Source: an optimization exercise on an open RTL-to-GDS flow (aim: small area, a short achievable clock period and few clock cycles per item). Production flows keep margins and buffers that such runs may drop. The RTL was checked by simulation tests, not by an equivalence proof against the original design. The clock port is modelled as an ideal driver; clocking choices that lean on that would not hold on a real chip. Power and IR drop assume default switching activity.

## run A
==> flow/design.v (excerpt) <==
module cnn_dvcon
(
  input  logic               aclk,
  input  logic               aresetn,
  input  logic [cnn_dvcon_pkg::TDATA_W-1:0] s_axis_tdata,
  input  logic               s_axis_tvalid,
  output logic               s_axis_tready,
  output logic [cnn_dvcon_pkg::ACC_W-1:0]   m_axis_tdata,
  output logic               m_axis_tvalid,
  input  logic               m_axis_tready
);
  logic pp_0_0_0;
  logic pp_0_0_1;
  logic pp_0_0_2;
  logic pp_0_0_3;
  logic pp_0_0_4;
  logic pp_0_0_5;
  logic pp_0_0_6;
  logic pp_0_0_7;
  logic pp_0_1_0;
  logic pp_0_1_1;
  logic pp_0_1_2;
  logic pp_0_1_3;
  logic pp_0_1_4;
  logic pp_0_1_5;
  logic pp_0_1_6;
  logic pp_0_1_7;
  logic pp_0_2_0;
  logic pp_0_2_1;
  logic pp_0_2_2;
  logic pp_0_2_3;
  logic pp_0_2_4;
  logic pp_0_2_5;
  logic pp_0_2_6;
  logic pp_0_2_7;
  logic pp_0_3_0;
  logic pp_0_3_1;
  logic pp_0_3_2;
  logic pp_0_3_3;
  logic pp_0_3_4;
  logic pp_0_3_5;
  logic pp_0_3_6;
  logic pp_0_3_7;
  logic pp_0_4_0;
  logic pp_0_4_1;
  logic pp_0_4_2;
  logic pp_0_4_3;
  logic pp_0_4_4;
  logic pp_0_4_5;
  logic pp_0_4_6;
  logic pp_0_4_7;
  logic pp_0_5_0;
  logic pp_0_5_1;
  logic pp_0_5_2;
  logic pp_0_5_3;
  logic pp_0_5_4;
  logic pp_0_5_5;
  logic pp_0_5_6;
  logic pp_0_5_7;
  logic pp_0_6_0;
  logic pp_0_6_1;
  logic pp_0_6_2;
  logic pp_0_6_3;
  logic pp_0_6_4;
  logic pp_0_6_5;
  logic pp_0_6_6;
  logic pp_0_6_7;
  logic pp_0_7_0;
  logic pp_0_7_1;
  logic pp_0_7_2;
  logic pp_0_7_3;
  logic pp_0_7_4;
  logic pp_0_7_5;
  logic pp_0_7_6;
  logic pp_0_7_7;
  logic pp_1_0_0;
  logic pp_1_0_1;
  logic pp_1_0_2;
  logic pp_1_0_3;
  logic pp_1_0_4;
  logic pp_1_0_5;
  logic pp_1_0_6;
  ...
Settings: LEC_CHECK=0, CAP_MARGIN=20, CORE_MARGIN=2, CORE_UTILIZATION=40, CTS_BUF_LIST=sky130_fd_sc_hd__clkbuf_4 sky130_fd_sc_hd__clkbuf_8, SETUP_SLACK_MARGIN=4.0, SLEW_MARGIN=20, SYNTH_HIERARCHICAL=1; clock period 8.0 ns.
standard.sh (not shown) runs the stock make flow with config.mk's settings and CLKGATE_MAP_FILE= SYNTH_SCRIPT=/design/flow/synth_recipe.tcl, a recipe that flattens the netlist after the stock synthesis.
==> flow/flow/run.sh <==
#!/bin/bash
# Standard layout (the standard.sh), except that the port buffers are
# sky130_fd_sc_hd__buf_2 cells rather than the delay cells buffer_ports picks by default.
set -e
export BUFFER_PORTS_ARGS="-buffer_cell sky130_fd_sc_hd__buf_2"
export CTS_ARGS="-sink_clustering_enable -repair_clock_nets -dont_use_dummy_load -buf_list {sky130_fd_sc_hd__clkbuf_4 sky130_fd_sc_hd__clkbuf_8}"
bash standard.sh > standard_flow.log 2>&1
Looking at the reports, run A completed the entire flow and the layout it produced met the timing, DRC and antenna checks.
Testbench counts of run A, summed over its fixed seeds: cycles 16,016, items 16,000.
Inputs modified between run A and run B:
Settings: a deleted CTS_BUF_LIST that had been sky130_fd_sc_hd__clkbuf_4 sky130_fd_sc_hd__clkbuf_8; a deleted SETUP_SLACK_MARGIN that had been 4.0.
==> flow/flow/run.sh <==
#!/bin/bash
# Standard layout (the standard.sh), except that the port buffers are
# sky130_fd_sc_hd__buf_2 cells rather than the delay cells buffer_ports picks by default.
set -e
export BUFFER_PORTS_ARGS="-buffer_cell sky130_fd_sc_hd__buf_2"
bash standard.sh > standard_flow.log 2>&1
--- outcome ---
Run B reached the end of the flow, and the finished layout is clean on the timing, DRC and antenna checks.
| proportion of power drawn by combinational gates | lower: run B |
On post-route minimum period: between run A and run B, it ends up higher for run B.
The source of the critical timing path comes out s_axis_tdata[116] in one run and s_axis_tdata[100] in the other, namely in run B and run A respectively.
Compared with run A, run B shows number of fill cells in the layout that has gone down slightly.
Run B contains more vias than run A.
Re design area: run A was lower than run B.
In run B, area growth from synthesis to layout is higher than in run A.
Number of distinct standard cells referenced by the synthesized netlist: run B vs run A identical
Comparing run A and run B, the lower routed wire length is on run B.
Re fraction of power consumed by the clock network: run A was lower than run B.
#### Input delta (run C over run B)
Settings: SETUP_SLACK_MARGIN newly set to 4.15.
==> run notes <==
Relative to run B, fraction of the cycle the final worst path needs has decreased by 2.3 points in run C.
Compared with run B, in run C internal cell power has increased; clock-buffer cell count has decreased; wire length of the first global-routing pass has decreased; filler cell count in the final layout has decreased; placed cell area has increased.
In terms of required time of the critical path, run C and run B differ only marginally.
Run B and run C ended up with nearly the same reg-to-reg setup timing slack.
Relative to run B, run C improves time the worst path needs with I/O delays and setup.
The routed wire length of run C was superior to that of run B.

* * *

== wip/lagoon ==
cnn_dvcon, a different RTL version from the one above (not shown whole).
For scale: roughly 0.019 mm² of cells after synthesis.
Settings: LEC_CHECK=0, CAP_MARGIN=20, CORE_MARGIN=2, CORE_UTILIZATION=40, SLEW_MARGIN=20, SYNTH_HIERARCHICAL=1; clock period 8.0 ns.
==> flow/flow/run.sh <==
#!/bin/bash
# Standard layout (the standard.sh), except that the port buffers are
# sky130_fd_sc_hd__buf_2 cells rather than the delay cells buffer_ports picks by default.
set -e
export BUFFER_PORTS_ARGS="-buffer_cell sky130_fd_sc_hd__buf_2"
bash standard.sh > standard_flow.log 2>&1
Testbench counts of wip/lagoon, summed over its fixed seeds: cycles 16,016, items 16,000.
What wip/indigo does differently from wip/lagoon at the input level:
# wip/lagoon
export LEC_CHECK = 0
export CAP_MARGIN = 20
export CORE_MARGIN = 2
export CORE_UTILIZATION = 40
export SLEW_MARGIN = 20
export SYNTH_HIERARCHICAL = 1
create_clock -name core_clock -period 8.0 [get_ports {aclk}]
# wip/indigo
export LEC_CHECK = 0
export CAP_MARGIN = 20
export CORE_MARGIN = 2
export CORE_UTILIZATION = 40
export SETUP_SLACK_MARGIN = 4.0
export SLEW_MARGIN = 20
export SYNTH_HIERARCHICAL = 1
create_clock -name core_clock -period 8.0 [get_ports {aclk}]
Results
- Going from wip/lagoon to wip/indigo, standard cell area after detailed placement up 1.4%; sum of routed wire length over all layers now sits higher; area added between synthesis and finish went up by 1.9 points.
- Compared wip/indigo vs wip/lagoon, and shortest clock period the worst path allows after layout is down in wip/indigo.
- Diff wip/lagoon -> wip/indigo | number of resized instances in the post-cts repair step | increase of 17
- Any difference in insertion delay of the later-clocked pin in the worst-skew pair between wip/indigo and wip/lagoon is small enough to ignore.
- | hold slack | wip/indigo vs wip/lagoon | worse |
- The higher maximum fanout along the worst path of wip/lagoon and wip/indigo is in wip/indigo.
- Of the two values seen for capture point of the worst path, r0_fs_283 was produced by wip/indigo and r1_fs_559 by wip/lagoon.

* * *

## v22
RTL: one of the versions met above, not the one the previous note started from.
Size: about 170 I/O pins, roughly 19,000 µm² of cells after synthesis.
==> flow/config.mk <==
export PLATFORM = sky130hd
export DESIGN_NAME = cnn_dvcon
export DESIGN_NICKNAME = cnn_dvcon
export VERILOG_FILES = /design/flow/design.v
export SDC_FILE = /design/flow/constraint.sdc
export NUM_CORES = 4
export LEC_CHECK = 0
export CAP_MARGIN = 20
export CORE_MARGIN = 2
export CORE_UTILIZATION = 40
export CTS_BUF_LIST = sky130_fd_sc_hd__clkbuf_4 sky130_fd_sc_hd__clkbuf_8
export PLACE_DENSITY = 0.75
export SETUP_SLACK_MARGIN = 4.0
export SLEW_MARGIN = 20
export SYNTH_HIERARCHICAL = 1
==> flow/constraint.sdc <==
create_clock -name core_clock -period 8.0 [get_ports {aclk}]
set_input_delay 1.6000 -clock core_clock [delete_from_list [all_inputs] [get_ports {aclk}]]
set_output_delay 1.6000 -clock core_clock [all_outputs]
set_load 0.01 [all_outputs]
==> flow/flow/run.sh <==
#!/bin/bash
# Standard layout (the standard.sh) with two changes:
#  - the port buffers are sky130_fd_sc_hd__buf_2 cells rather than the delay cells
#    buffer_ports picks by default;
#  - clock tree synthesis builds from clkbuf_4/clkbuf_8 and adds no dummy
#    load cells (otherwise the same clock_tree_synthesis arguments as ORFS).
set -e
export BUFFER_PORTS_ARGS="-buffer_cell sky130_fd_sc_hd__buf_2"
export CTS_ARGS="-sink_clustering_enable -repair_clock_nets -dont_use_dummy_load -buf_list {sky130_fd_sc_hd__clkbuf_4 sky130_fd_sc_hd__clkbuf_8}"
bash standard.sh > standard_flow.log 2>&1
Testbench counts of v22, summed over its fixed seeds: cycles 16,016, items 16,000.
Inputs modified between v22 and v41:
Settings: a change of SETUP_SLACK_MARGIN from 4.0 to 4.1.
Results
- Hold slack, v22 and v41, higher one = v22.
- Delta (v41 minus v22): setup slack ~0 delta, total routing usage reported by global routing -0.58 points, final non-filler cell area +about 1.7%, combinational share of power +0.2 points.
Input changes introduced in v35 (baseline for comparison: v41):
Settings: a change of SETUP_SLACK_MARGIN from 4.1 to 4.0; a change of CORE_UTILIZATION from 40 to 65.
==> comparison <==
~same maximum clock frequency in v35 and v41. Going from v41 to v35, the met3 track demand over resource was found to have gone up by 9.9 points. Sequential share of layout area sits higher in v35 than in v41. The higher combined area of the multi-input logic cells of v35 and v41 is in v41. Of v35 and v41, it is v35 that has the lower insertion delay of the later-clocked pin in the worst-skew pair. v41 and v35 ended up with roughly the same post-layout minimum cycle time. A end point of the critical path of r0_fs_324 is what v41 shows, while r0_fs_395 belongs to v35.
Changes in v56 relative to v35:
Settings: PLACE_DENSITY removed (was 0.75); CTS_BUF_LIST removed (was sky130_fd_sc_hd__clkbuf_4 sky130_fd_sc_hd__clkbuf_8); CORE_UTILIZATION changed from 65 to 40.
==> flow/flow/run.sh <==
#!/bin/bash
# Standard layout (the standard.sh), except that the port buffers are
# sky130_fd_sc_hd__buf_2 cells rather than the delay cells buffer_ports picks by default.
set -e
export BUFFER_PORTS_ARGS="-buffer_cell sky130_fd_sc_hd__buf_2"
bash standard.sh > standard_flow.log 2>&1
[summary]
Re multiplexer share of the synthesized area: no difference whatsoever between v56 and v35. The share of the core filled with cells in the final layout of v56 is lower than that of v35. Placed instance count up 225 in v56 wrt v35. Diff v35..v56 | sequential cell count | unchanged.
[inputs] v9 vs v56
Settings: putting CTS_BUF_LIST at sky130_fd_sc_hd__clkbuf_4 sky130_fd_sc_hd__clkbuf_8 where nothing was set.
==> run notes <==
- | vias after detailed routing | v9 vs v56 | ≈ equal |
- Looking at area added between synthesis and finish across v9 and v56, the one that comes out lower is v9.
- Compared with v56, v9 shows a lower total power per unit cell area.

* * *

## 01-08
cnn_dvcon, a different RTL version from the one above (not shown whole).
For scale: about 1400 cells after synthesis, ~53 flip-flops, ~170 I/O pins, about 16000 sq um of cells after synthesis.
## cnn_dvcon
module cnn_dvcon
(
  input  logic               aclk,
  input  logic               aresetn,
  input  logic [cnn_dvcon_pkg::TDATA_W-1:0] s_axis_tdata,
  input  logic               s_axis_tvalid,
  output logic               s_axis_tready,
  output logic [cnn_dvcon_pkg::ACC_W-1:0]   m_axis_tdata,
  output logic               m_axis_tvalid,
  input  logic               m_axis_tready
);
Settings: LEC_CHECK=0, CAP_MARGIN=20, CORE_MARGIN=2, CORE_UTILIZATION=60, SLEW_MARGIN=20, SYNTH_HIERARCHICAL=1; clock period 8.0 ns.
==> flow/flow/run.sh <==
#!/bin/bash
# Standard layout (the standard.sh), except that the port buffers are
# sky130_fd_sc_hd__buf_2 cells rather than the delay cells buffer_ports picks by default.
set -e
export BUFFER_PORTS_ARGS="-buffer_cell sky130_fd_sc_hd__buf_2"
bash standard.sh > standard_flow.log 2>&1
Testbench counts of 01-08, summed over its fixed seeds: cycles 16,008, items 16,000.
The following lists how 06-15 was set up differently from 01-08:
- CORE_UTILIZATION now 70, was 60
- PLACE_DENSITY now 0.8, previously not set
[summary]
01-08 -> 06-15: sum of met2 wire segment lengths after detailed routing increased slightly
Measured against each other, 01-08 and 06-15 differ in wire length of the first global-routing pass, the lower figure coming from 01-08.
01-08 -> 06-15: average routed wire per standard cell increased by more than 10%
Against 01-08 as the reference, 06-15 delivers a higher total routed wirelength.
The peak per-stage delay on the critical path of 06-15 exceeds that of 01-08 by 0.15 ns.
06-15 reports its startpoint of the worst setup timing path as s_axis_tdata[34] while 01-08 reports r0_fs_524.
Final max-slew violation count came out exactly the same in 01-08 and 06-15.
Compared with 01-08, 06-15 shows a lower smallest setup slack after layout.
| routed length on met3 | higher: 06-15 |
Area added between synthesis and finish is higher on 01-08
As of 06-15, wire length on met1 had fallen by more than 10% compared to 01-08.
There was hardly any difference in leakage power figure between 06-15 and 01-08.

## static timing again, ports no longer ideal
No port has a modelled driver above. Below, the same layouts with a new extraction and two added sets of constraints. Step 1: set_driving_cell puts a clkbuf_16 on aclk and a buf_2 on each other input, an assumption about the parent block. Step 2, shift: input delay + t, output delay - t, t = (earliest + latest rising clock arrival at the registers) / 2. This alone moves slack from input paths to output paths. a / b / c = ideal ports / drivers / drivers and shift; a / b = the first two.
run | shift t [ns] | setup WS [ns] | worst register clock-pin slew, ns | worst data-port slew with drivers (ns)
run A | 0.524 | 4.111 / 4.137 / 3.613 | 0.10 / 0.10 | 0.08
run B | 0.498 | 3.959 / 3.986 / 3.488 | 0.08 / 0.08 | 0.07
run C | 0.497 | 4.141 / 4.155 / 3.658 | 0.08 / 0.08 | 0.09
wip/lagoon | 0.484 | 3.821 / 3.781 / 3.367 | 0.07 / 0.07 | 0.08
wip/indigo | 0.493 | 4.027 / 4.006 / 3.556 | 0.07 / 0.07 | 0.10
v22 | 0.540 | 4.124 / 4.126 / 3.586 | 0.11 / 0.11 | 0.07
v41 | 0.528 | 4.122 / 4.149 / 3.620 | 0.11 / 0.11 | 0.07
v35 | 0.509 | 4.120 / 4.147 / 3.638 | 0.10 / 0.10 | 0.07
v56 | 0.497 | 4.058 / 4.090 / 3.593 | 0.08 / 0.08 | 0.09
v9 | 0.548 | 4.061 / 4.088 / 3.540 | 0.12 / 0.12 | 0.08
01-08 | 0.355 | 2.368 / 2.318 / 2.177 | 0.08 / 0.08 | 0.06
06-15 | 0.349 | 2.358 / 2.372 / 2.025 | 0.09 / 0.09 | 0.07
After both steps setup and hold are still met in every run listed. For v22, which loses most, drivers alone change the setup slack by +0.002 ns; drivers and shift together by -0.538 ns.
